From an optimization exercise on the open Yosys and OpenROAD flow, aimed at small area, a short achievable clock period and few clock cycles; shortcuts taken in it are not production practice.
The RTL was checked by simulation tests, not by an equivalence proof against the original design.

--- flow/config.mk ---
export PLATFORM = sky130hd
export DESIGN_NAME = piecewise_linear_lookup_core
export DESIGN_NICKNAME = piecewise_linear_lookup_core
export VERILOG_FILES = /design/flow/design.v
export SDC_FILE = /design/flow/constraint.sdc
export NUM_CORES = 4
export LEC_CHECK = 0
export CAP_MARGIN = 20
export CORE_MARGIN = 2
export CORE_UTILIZATION = 40
export PLACE_DENSITY = 0.6
export SLEW_MARGIN = 20
--- flow/constraint.sdc ---
create_clock -name core_clock -period 10.0 [get_ports {clk}]
set_input_delay 2.0000 -clock core_clock [delete_from_list [all_inputs] [get_ports {clk}]]
set_output_delay 2.0000 -clock core_clock [all_outputs]
set_load 0.01 [all_outputs]
--- flow/design.v ---
`default_nettype none
package plpl_pkg;
	localparam int DATA_W         = 32;
	localparam int FRAC_W         = 16;
	localparam int CFG_W          = 7;
	localparam int INDEX_W        = 6;
	localparam int DEF_MAX_POINTS = 64;
	localparam logic REQ_WRITE = 1'b0;
	localparam logic REQ_QUERY = 1'b1;
	typedef enum logic [2:0] {
		ST_IDLE,
		ST_SCAN,
		ST_DIV,
		ST_MUL,
		ST_SUM,
		ST_DONE
	} plpl_state_t;
endpackage
`default_nettype wire
`default_nettype none
module plpl_store #(
	parameter int MAX_POINTS = plpl_pkg::DEF_MAX_POINTS
) (
	input  wire logic                                clk,
	input  wire logic                                wr_en,
	input  wire logic [$clog2(MAX_POINTS)-1:0]       wr_addr,
	input  wire logic [plpl_pkg::DATA_W-1:0]         wr_key,
	input  wire logic [plpl_pkg::DATA_W-1:0]         wr_value,
	input  wire logic                                rd_en,
	input  wire logic [$clog2(MAX_POINTS)-1:0]       rd_addr,
	output logic      [plpl_pkg::DATA_W-1:0]         rd_key,
	output logic      [plpl_pkg::DATA_W-1:0]         rd_value
);
	logic [plpl_pkg::DATA_W-1:0] key_mem   [MAX_POINTS];
	logic [plpl_pkg::DATA_W-1:0] value_mem [MAX_POINTS];
	always_ff @(posedge clk) begin
		if (wr_en) begin
			key_mem[wr_addr]   <= wr_key;
			value_mem[wr_addr] <= wr_value;
		end
		if (rd_en) begin
			rd_key   <= key_mem[rd_addr];
			rd_value <= value_mem[rd_addr];
		end
	end
endmodule
`default_nettype wire
`default_nettype none
module plpl_div (
	input  wire logic                          clk,
	input  wire logic                          arst_n,
	input  wire logic                          start,
	input  wire logic [plpl_pkg::DATA_W-1:0]   dividend,
	input  wire logic [plpl_pkg::DATA_W-1:0]   divisor,
	output logic                               done,
	output logic      [plpl_pkg::FRAC_W-1:0]   quotient
);
	localparam int CNT_W = $clog2(plpl_pkg::FRAC_W + 1);
	logic              busy_q;
	logic [CNT_W-1:0]  cnt_q;
	logic [plpl_pkg::DATA_W-1:0] rem_q;
	logic [plpl_pkg::DATA_W-1:0] den_q;
	logic [plpl_pkg::FRAC_W-1:0] quot_q;
	logic              done_q;
	logic [plpl_pkg::DATA_W:0]   shifted;
	logic [plpl_pkg::DATA_W:0]   diff;
	logic              fits;
	assign shifted = {rem_q, 1'b0};
	assign diff    = shifted - {1'b0, den_q};
	assign fits    = shifted >= {1'b0, den_q};
	always_ff @(posedge clk or negedge arst_n) begin
		if (!arst_n) begin
			busy_q <= 1'b0;
			done_q <= 1'b0;
			cnt_q  <= '0;
		end else begin
			done_q <= 1'b0;
			if (start) begin
				busy_q <= 1'b1;
				cnt_q  <= CNT_W'(plpl_pkg::FRAC_W);
			end else if (busy_q) begin
				cnt_q <= cnt_q - CNT_W'(1);
				if (cnt_q == CNT_W'(1)) begin
					busy_q <= 1'b0;
					done_q <= 1'b1;
				end
			end
		end
	end
	always_ff @(posedge clk) begin
		if (start) begin
			rem_q  <= dividend;
			den_q  <= divisor;
			quot_q <= '0;
		end else if (busy_q) begin
			rem_q  <= fits ? diff[plpl_pkg::DATA_W-1:0] : shifted[plpl_pkg::DATA_W-1:0];
			quot_q <= {quot_q[plpl_pkg::FRAC_W-2:0], fits};
		end
	end
	assign done     = done_q;
	assign quotient = quot_q;
endmodule
`default_nettype wire
`default_nettype none
module piecewise_linear_lookup_core #(
	parameter int MAX_POINTS = plpl_pkg::DEF_MAX_POINTS
) (
	input  wire logic                                 clk,
	input  wire logic                                 arst_n,
	input  wire logic                                 cfg_valid,
	output logic                                      cfg_ready,
	input  wire logic        [plpl_pkg::CFG_W-1:0]    cfg_data,
	input  wire logic                                 in_valid,
	output logic                                      in_stall,
	input  wire logic                                 req_type,
	input  wire logic        [plpl_pkg::INDEX_W-1:0]  point_index,
	input  wire logic signed [plpl_pkg::DATA_W-1:0]   point_key,
	input  wire logic signed [plpl_pkg::DATA_W-1:0]   point_value,
	input  wire logic signed [plpl_pkg::DATA_W-1:0]   query_x,
	output logic                                      out_valid,
	input  wire logic                                 out_stall,
	output logic signed      [plpl_pkg::DATA_W-1:0]   interp_value,
	output logic                                      below_first,
	output logic                                      at_or_above_last
);
	localparam int IDX_W  = $clog2(MAX_POINTS);
	localparam int CNT_W  = $clog2(MAX_POINTS + 1);
	localparam int PROD_W = plpl_pkg::FRAC_W + plpl_pkg::DATA_W + 2;
	plpl_pkg::plpl_state_t state_q, state_d;
	logic [plpl_pkg::CFG_W-1:0]          point_count_q;
	logic [CNT_W-1:0]          n_eff;
	logic [CNT_W-1:0]          last_idx;
	logic                      in_acc;
	logic                      wr_en;
	logic                      rd_en;
	logic [plpl_pkg::DATA_W-1:0]         rd_key;
	logic [plpl_pkg::DATA_W-1:0]         rd_value;
	logic [CNT_W-1:0]          issue_q;
	logic                      rvalid_s1;
	logic [CNT_W-1:0]          ridx_s1;
	logic signed [plpl_pkg::DATA_W-1:0]  x_q;
	logic [plpl_pkg::DATA_W-1:0]         prev_key_q;
	logic [plpl_pkg::DATA_W-1:0]         prev_value_q;
	logic                      key_hit;
	logic                      at_last;
	logic                      decide;
	logic                      div_start;
	logic                      div_done;
	logic [plpl_pkg::FRAC_W-1:0]         frac;
	logic [plpl_pkg::DATA_W:0]           dx_w;
	logic [plpl_pkg::DATA_W:0]           span_w;
	logic signed [plpl_pkg::DATA_W-1:0]  yl_q;
	logic signed [plpl_pkg::DATA_W:0]    dy_q;
	logic signed [PROD_W-1:0]  prod_q;
	logic signed [PROD_W-1:0]  sum_w;
	logic [plpl_pkg::DATA_W-1:0]         res_q;
	logic                      below_q;
	logic                      above_q;
	logic                      out_valid_q;
	logic [plpl_pkg::DATA_W-1:0]         out_value_q;
	logic                      out_below_q;
	logic                      out_above_q;
	logic                      out_free;
	logic                      out_load;
	always_comb begin
		if (point_count_q == '0) begin
			n_eff = CNT_W'(1);
		end else if (int'(point_count_q) > MAX_POINTS) begin
			n_eff = CNT_W'(MAX_POINTS);
		end else begin
			n_eff = CNT_W'(point_count_q);
		end
	end
	assign last_idx = n_eff - CNT_W'(1);
	assign cfg_ready = 1'b1;
	always_ff @(posedge clk or negedge arst_n) begin
		if (!arst_n) begin
			point_count_q <= plpl_pkg::CFG_W'(1);
		end else if (cfg_valid && cfg_ready) begin
			point_count_q <= cfg_data;
		end
	end
	assign in_stall = (state_q != plpl_pkg::ST_IDLE);
	assign in_acc   = in_valid && !in_stall;
	assign wr_en    = in_acc && (req_type == plpl_pkg::REQ_WRITE) && (int'(point_index) < MAX_POINTS);
	assign key_hit = rvalid_s1 && ($signed(rd_key) > x_q);
	assign at_last = rvalid_s1 && !key_hit && (ridx_s1 == last_idx);
	assign decide  = key_hit || at_last;
	assign rd_en     = (state_q == plpl_pkg::ST_SCAN) && (issue_q < n_eff) && !decide;
	assign div_start = (state_q == plpl_pkg::ST_SCAN) && key_hit && (ridx_s1 != '0);
	assign dx_w   = {x_q[plpl_pkg::DATA_W-1], x_q} - {prev_key_q[plpl_pkg::DATA_W-1], prev_key_q};
	assign span_w = {rd_key[plpl_pkg::DATA_W-1], rd_key} - {prev_key_q[plpl_pkg::DATA_W-1], prev_key_q};
	plpl_store #(
		.MAX_POINTS(MAX_POINTS)
	) u_store (
		.clk      (clk),
		.wr_en    (wr_en),
		.wr_addr  (IDX_W'(point_index)),
		.wr_key   (point_key),
		.wr_value (point_value),
		.rd_en    (rd_en),
		.rd_addr  (issue_q[IDX_W-1:0]),
		.rd_key   (rd_key),
		.rd_value (rd_value)
	);
	plpl_div u_div (
		.clk      (clk),
		.arst_n   (arst_n),
		.start    (div_start),
		.dividend (dx_w[plpl_pkg::DATA_W-1:0]),
		.divisor  (span_w[plpl_pkg::DATA_W-1:0]),
		.done     (div_done),
		.quotient (frac)
	);
	assign out_free = !out_valid_q || !out_stall;
	assign out_load = (state_q == plpl_pkg::ST_DONE) && out_free;
	always_ff @(posedge clk or negedge arst_n) begin
		if (!arst_n) begin
			state_q <= plpl_pkg::ST_IDLE;
		end else begin
			state_q <= state_d;
		end
	end
	always_comb begin
		state_d = state_q;
		case (state_q)
			plpl_pkg::ST_IDLE: begin
				if (in_acc && (req_type == plpl_pkg::REQ_QUERY)) begin
					state_d = plpl_pkg::ST_SCAN;
				end
			end
			plpl_pkg::ST_SCAN: begin
				if (div_start) begin
					state_d = plpl_pkg::ST_DIV;
				end else if (decide) begin
					state_d = plpl_pkg::ST_DONE;
				end
			end
			plpl_pkg::ST_DIV: begin
				if (div_done) begin
					state_d = plpl_pkg::ST_MUL;
				end
			end
			plpl_pkg::ST_MUL: begin
				state_d = plpl_pkg::ST_SUM;
			end
			plpl_pkg::ST_SUM: begin
				state_d = plpl_pkg::ST_DONE;
			end
			plpl_pkg::ST_DONE: begin
				if (out_free) begin
					state_d = plpl_pkg::ST_IDLE;
				end
			end
			default: begin
				state_d = plpl_pkg::ST_IDLE;
			end
		endcase
	end
	always_ff @(posedge clk or negedge arst_n) begin
		if (!arst_n) begin
			rvalid_s1   <= 1'b0;
			out_valid_q <= 1'b0;
		end else begin
			rvalid_s1 <= rd_en;
			if (out_load) begin
				out_valid_q <= 1'b1;
			end else if (!out_stall) begin
				out_valid_q <= 1'b0;
			end
		end
	end
	assign sum_w = (prod_q >>> plpl_pkg::FRAC_W) + $signed({{(PROD_W - plpl_pkg::DATA_W){yl_q[plpl_pkg::DATA_W-1]}}, yl_q});
	always_ff @(posedge clk) begin
		if (in_acc && (req_type == plpl_pkg::REQ_QUERY)) begin
			x_q     <= query_x;
			issue_q <= '0;
		end else if (rd_en) begin
			issue_q <= issue_q + CNT_W'(1);
		end
		ridx_s1 <= issue_q;
		if ((state_q == plpl_pkg::ST_SCAN) && rvalid_s1) begin
			if (!decide) begin
				prev_key_q   <= rd_key;
				prev_value_q <= rd_value;
			end else if (at_last) begin
				res_q   <= rd_value;
				below_q <= 1'b0;
				above_q <= 1'b1;
			end else if (ridx_s1 == '0) begin
				res_q   <= rd_value;
				below_q <= 1'b1;
				above_q <= 1'b0;
			end else begin
				yl_q    <= $signed(prev_value_q);
				dy_q    <= $signed({rd_value[plpl_pkg::DATA_W-1], rd_value})
					- $signed({prev_value_q[plpl_pkg::DATA_W-1], prev_value_q});
				below_q <= 1'b0;
				above_q <= 1'b0;
			end
		end
		if (state_q == plpl_pkg::ST_MUL) begin
			prod_q <= $signed({1'b0, frac}) * dy_q;
		end
		if (state_q == plpl_pkg::ST_SUM) begin
			res_q <= sum_w[plpl_pkg::DATA_W-1:0];
		end
		if (out_load) begin
			out_value_q <= res_q;
			out_below_q <= below_q;
			out_above_q <= above_q;
		end
	end
	assign out_valid        = out_valid_q;
	assign interp_value     = $signed(out_value_q);
	assign below_first      = out_below_q;
	assign at_or_above_last = out_above_q;
endmodule
`default_nettype wire
--- flow/run.sh ---
#!/bin/bash
# synth_recipe.tcl (not shown) runs the flow's synth.tcl, then flattens the netlist and writes it again
# the make line also repeats each setting of config.mk as NAME=value (left out here)
make -C /OpenROAD-flow-scripts/flow DESIGN_CONFIG=/design/flow/config.mk WORK_HOME=/design/flow/orfs CLKGATE_MAP_FILE= SYNTH_SCRIPT=/design/flow/synth_recipe.tcl finish
==> run summary <==
status finished clean; pre-CTS setup slack 2314 ps; total track usage 21.21%; port bufs 150; effective utilization at floorplan between 40% and 50%; pin count of the biggest net entering global routing 136; classification of the worst-slack hold path flip-flop to flip-flop; Clock Sink Count 4534; antenna viol nets, final 0; number of buffers created by CTS 446; global-route wire length before repair 749.7 mm; overflow left after global routing 0; number of DRC violations after detailed routing 0; post-synthesis async set-or-reset flop share 0.4191%; number of distinct library cells after synthesis between 90 and 100; number of warning messages in the yosys log 3; unrepaired setup endpoints after global routing false; final-report max-slew violation count 0; number of stages on the worst setup path 22; vias per inst 5.765; Post-Syn Nets 10737; clock tree from TritonCTS done; arrival time of data at the critical path endpoint 8440 ps; endpoint type of the worst setup path flip-flop; Setup crit end prod_q[47]; launch point of the worst reg-to-reg path u_div.quot_q[2]; fraction of post-synthesis cell area in the top cell type by area 68.85%; Final GP Congestion 0.8312; post-DP HPWL between 200 and 300 mm; post-layout minimum cycle time 7636 ps; IO Pins 152; reported max-cap violation count 0; delay of the slowest cell on the worst path 930 ps; worst flop-to-flop path endpoint prod_q[47]; Area contributors post-synth sky130_fd_sc_hd__edfxtp_1, sky130_fd_sc_hd__mux4_2, sky130_fd_sc_hd__fa_1; area grow syn2layout 12.78%; top_reg_cell synth sky130_fd_sc_hd__edfxtp_1; r2r setup slk 2360 ps; number of flops mapped to enable cells by yosys 4485; register bit count reported by yosys 4534; Post-Layout Inst Area 0.2206 mm2; clock transition at the registers of the reported paths 80 ps; fraction of layout instances using a drive strength above 1 22.55%; CP Data Required Time 10800 ps; cell-by-cell listing of the critical path nand2_1 -> fa_1 -> fa_1 -> inv_1 -> fa_1 -> fa_1 -> fa_1 -> inv_1 -> fa_1 -> inv_1 -> ha_1 -> a21oi_1 -> nand2_1 -> a221o_1 -> a32oi_1 -> a21o_1 -> a31oi_1 -> buf_4 -> nor4_1 -> o31ai_1 -> and4_1 -> nor3_1; Synth Cell Area 0.1956 mm2; launching instance or port of the critical path u_div.quot_q[2]; area of the core a little under 0.5 mm2; cell with the most instances on the worst path sky130_fd_sc_hd__fa_1; Setup violations, final 0; number of buffers and inverters on the critical path 4; critical path launch point type flip-flop; routed length on met1 214.7 mm; maximum clock insertion buffer count 4; synthesized area per cell roughly 20 um2; highest fanout seen on the critical path 35; overall via count from detail_route ~98000; post-CTS setup buffer count 0; die area 0.4946 mm2; placed cell areas 0.2057 mm2; antenna violations before repair 52; DRC marker count from the first detailed-route iteration between 10000 and 15000; fin nets 11094; chip height ~700 um; WL final 527.6 mm; type of the worst setup path flip-flop to flip-flop; total length of routed met3 wires around 44 mm; wire length on met2 between 200 and 300 mm; sequential-to-total area share from yosys stat about 69%; share of the cycle needed by the critical path after routing 76.36%; average wire per standard cell 31.02 um; Placement Rows 256; Cells after Synth roughly 9800; setup slack of the critical path after layout 2364 ps; H-tree depth reported by CTS 5; count of hold buffers inserted by post-cts repair 0; Worst Tran Pin Value roughly 1100 ps; CP delay by family, top adder cells; x dimension of the die 703.3 um; highest signal layer in the routed design met5; Slew HR 24.02%; clk root buf sky130_fd_sc_hd__clkbuf_16; Worst path slowest cell sky130_fd_sc_hd__dfxtp_2; clock skew after layout approximately 65 ps; cell accounting for the most synthesized area sky130_fd_sc_hd__edfxtp_1; number of hold violations in the final report 0; clk latency of the worst-skew pair 1010 ps; Initial DRT Pass Iterations 6; number of global-route vias before repair 100471; Register-to-Register Path Depth 22; Post-Route Setup TNS 0 ps; final core utilization 45.34%; cts repair resizes 0; upper clock frequency limit 131.0 MHz
-- flip-flops by register name (all words and copies together), names as in the netlist, 3 cells and up --
register,flops
point_count_q,7
u_store.value_mem,2048
u_store.rd_value,32
prod_q,32
u_div.quot_q,16
dy_q,33
prev_key_q,32
prev_value_q,32
issue_q,7
yl_q,32
res_q,32
x_q,32
u_store.key_mem,2048
u_store.rd_key,32
state_q,3
u_div.cnt_q,5
u_div.den_q,32
ridx_s1,7
u_div.rem_q,32
out_value_q,32
-- synth_stat cells, types with 26 or more instances --
library cell               number
sky130_fd_sc_hd__nand2_1      443
sky130_fd_sc_hd__xor2_1        69
sky130_fd_sc_hd__xnor2_1      117
sky130_fd_sc_hd__ha_1         311
sky130_fd_sc_hd__nor2b_1       30
sky130_fd_sc_hd__a21o_1        77
sky130_fd_sc_hd__a211oi_1      35
sky130_fd_sc_hd__o21ai_0       93
sky130_fd_sc_hd__mux4_2      1344
sky130_fd_sc_hd__nand3_1       36
sky130_fd_sc_hd__buf_1         62
sky130_fd_sc_hd__nor3_1        40
sky130_fd_sc_hd__o21ai_1       32
sky130_fd_sc_hd__nand4_1       28
sky130_fd_sc_hd__a21oi_1      186
sky130_fd_sc_hd__nor2_1       210
sky130_fd_sc_hd__mux2i_1       26
sky130_fd_sc_hd__inv_1        730
sky130_fd_sc_hd__clkbuf_1     350
sky130_fd_sc_hd__o21a_1        30
sky130_fd_sc_hd__edfxtp_1    4485
sky130_fd_sc_hd__fa_1         494
sky130_fd_sc_hd__dfxtp_1       30
sky130_fd_sc_hd__and2_1       236
-- worst min-delay path by stage --
stage                          start  cells past startpoint             end
final                     issue_q[6]                      0      ridx_s1[6]
after global routing        res_q[8]                      0  out_value_q[8]
after CTS                 issue_q[6]                      0      ridx_s1[6]
after detailed placement  issue_q[6]                      0      ridx_s1[6]
after global placement    issue_q[6]                      0      ridx_s1[6]
after floorplan           issue_q[0]                      0      ridx_s1[0]
-- placed cells by master (no fill, tap or decap), drive strengths merged, types with 8 or more instances in the layout --
master	synthesis	layout
buf	85	258
nand2b	25	25
clkbuf	350	508
inv	733	753
edfxtp	4485	4485
nor2	211	211
fa	494	494
o21ai	126	126
or2	10	10
or3	20	20
nor4	10	10
ha	311	311
and3	22	22
o211ai	15	15
nand4	28	28
clkdlybuf4s50	0	86
a21oi	188	188
clkinvlp	0	21
mux4	1344	1344
a211oi	36	36
mux2i	26	26
dfxtp	30	30
and2	237	237
o21bai	12	12
nand2	443	443
a211o	8	8
o21a	30	30
nor2b	32	32
and4	10	10
o31ai	16	16
a21o	77	77
diode	0	11
nor3	40	40
xor2	69	69
xnor2	117	117
bufinv	0	59
nand3	37	37
a31oi	19	19
clkinv	0	213
dfrtp	18	18
-- area by class of cell --
cell class | count | area [um2]
antenna | 11 | 27.53
fill | 40521 | 265900
clock inverter | 313 | 3292
sequential | 4534 | 135800
clock buffer | 508 | 11460
inverter | 733 | 2755
timing repair buffer | 344 | 3276
multi-input combinational | 4115 | 55950
tap | 6450 | 8070
-- per-layer routing --
metal,GRT usage [%],vias up
li1,-,39608
met1,29.76,53269
met2,34.54,4327
met3,3.794,812
met4,5.227,38
met5,0,-
-- cell families after synthesis --
logic type	share of synthesized area (%)
flip-flops	69.40
multiplexers	15.64
buffers and inverters	2.257
AND/OR/NAND/NOR	2.850
adder cells (fa/ha/maj)	7.045
AO/OA/AOI/OAI	1.966
XOR/XNOR	0.8328
other	0.001917
-- through the flow --
step	std cells	hold slack [ps]
2_1_floorplan	9817	354.0
3_3_place_gp	16169	388.8
3_5_place_dp	16169	391.7
4_1_cts	16990	399.1
5_1_grt	17003	415.5
6_report	17008	394.3
Testbench counts, summed over its fixed seeds: cycles 98,150.

==> afterwards: timing with drivers on the ports <==
How much do the figures lean on ideal ports? The routed layout below was timed once more, with nothing changed but the port constraints.
Step 1, drivers: a clkbuf_16 drives clk and a buf_2 each remaining input, both assumed.
Step 2 also shifts input and output timing later by t, the mid clock arrival at the registers, as if the neighbouring blocks saw the same clock.
Three values: ideal, step 1, step 2; two values: the first two.
t (ns): 1.111
setup WS [ns]: 2.364 / 2.364 / 2.364
worst setup path at the end: register to register
After both steps this run still meets setup and hold. The setup slack of this run moves by 0.000 ns with the drivers and by 0.000 ns with both steps.
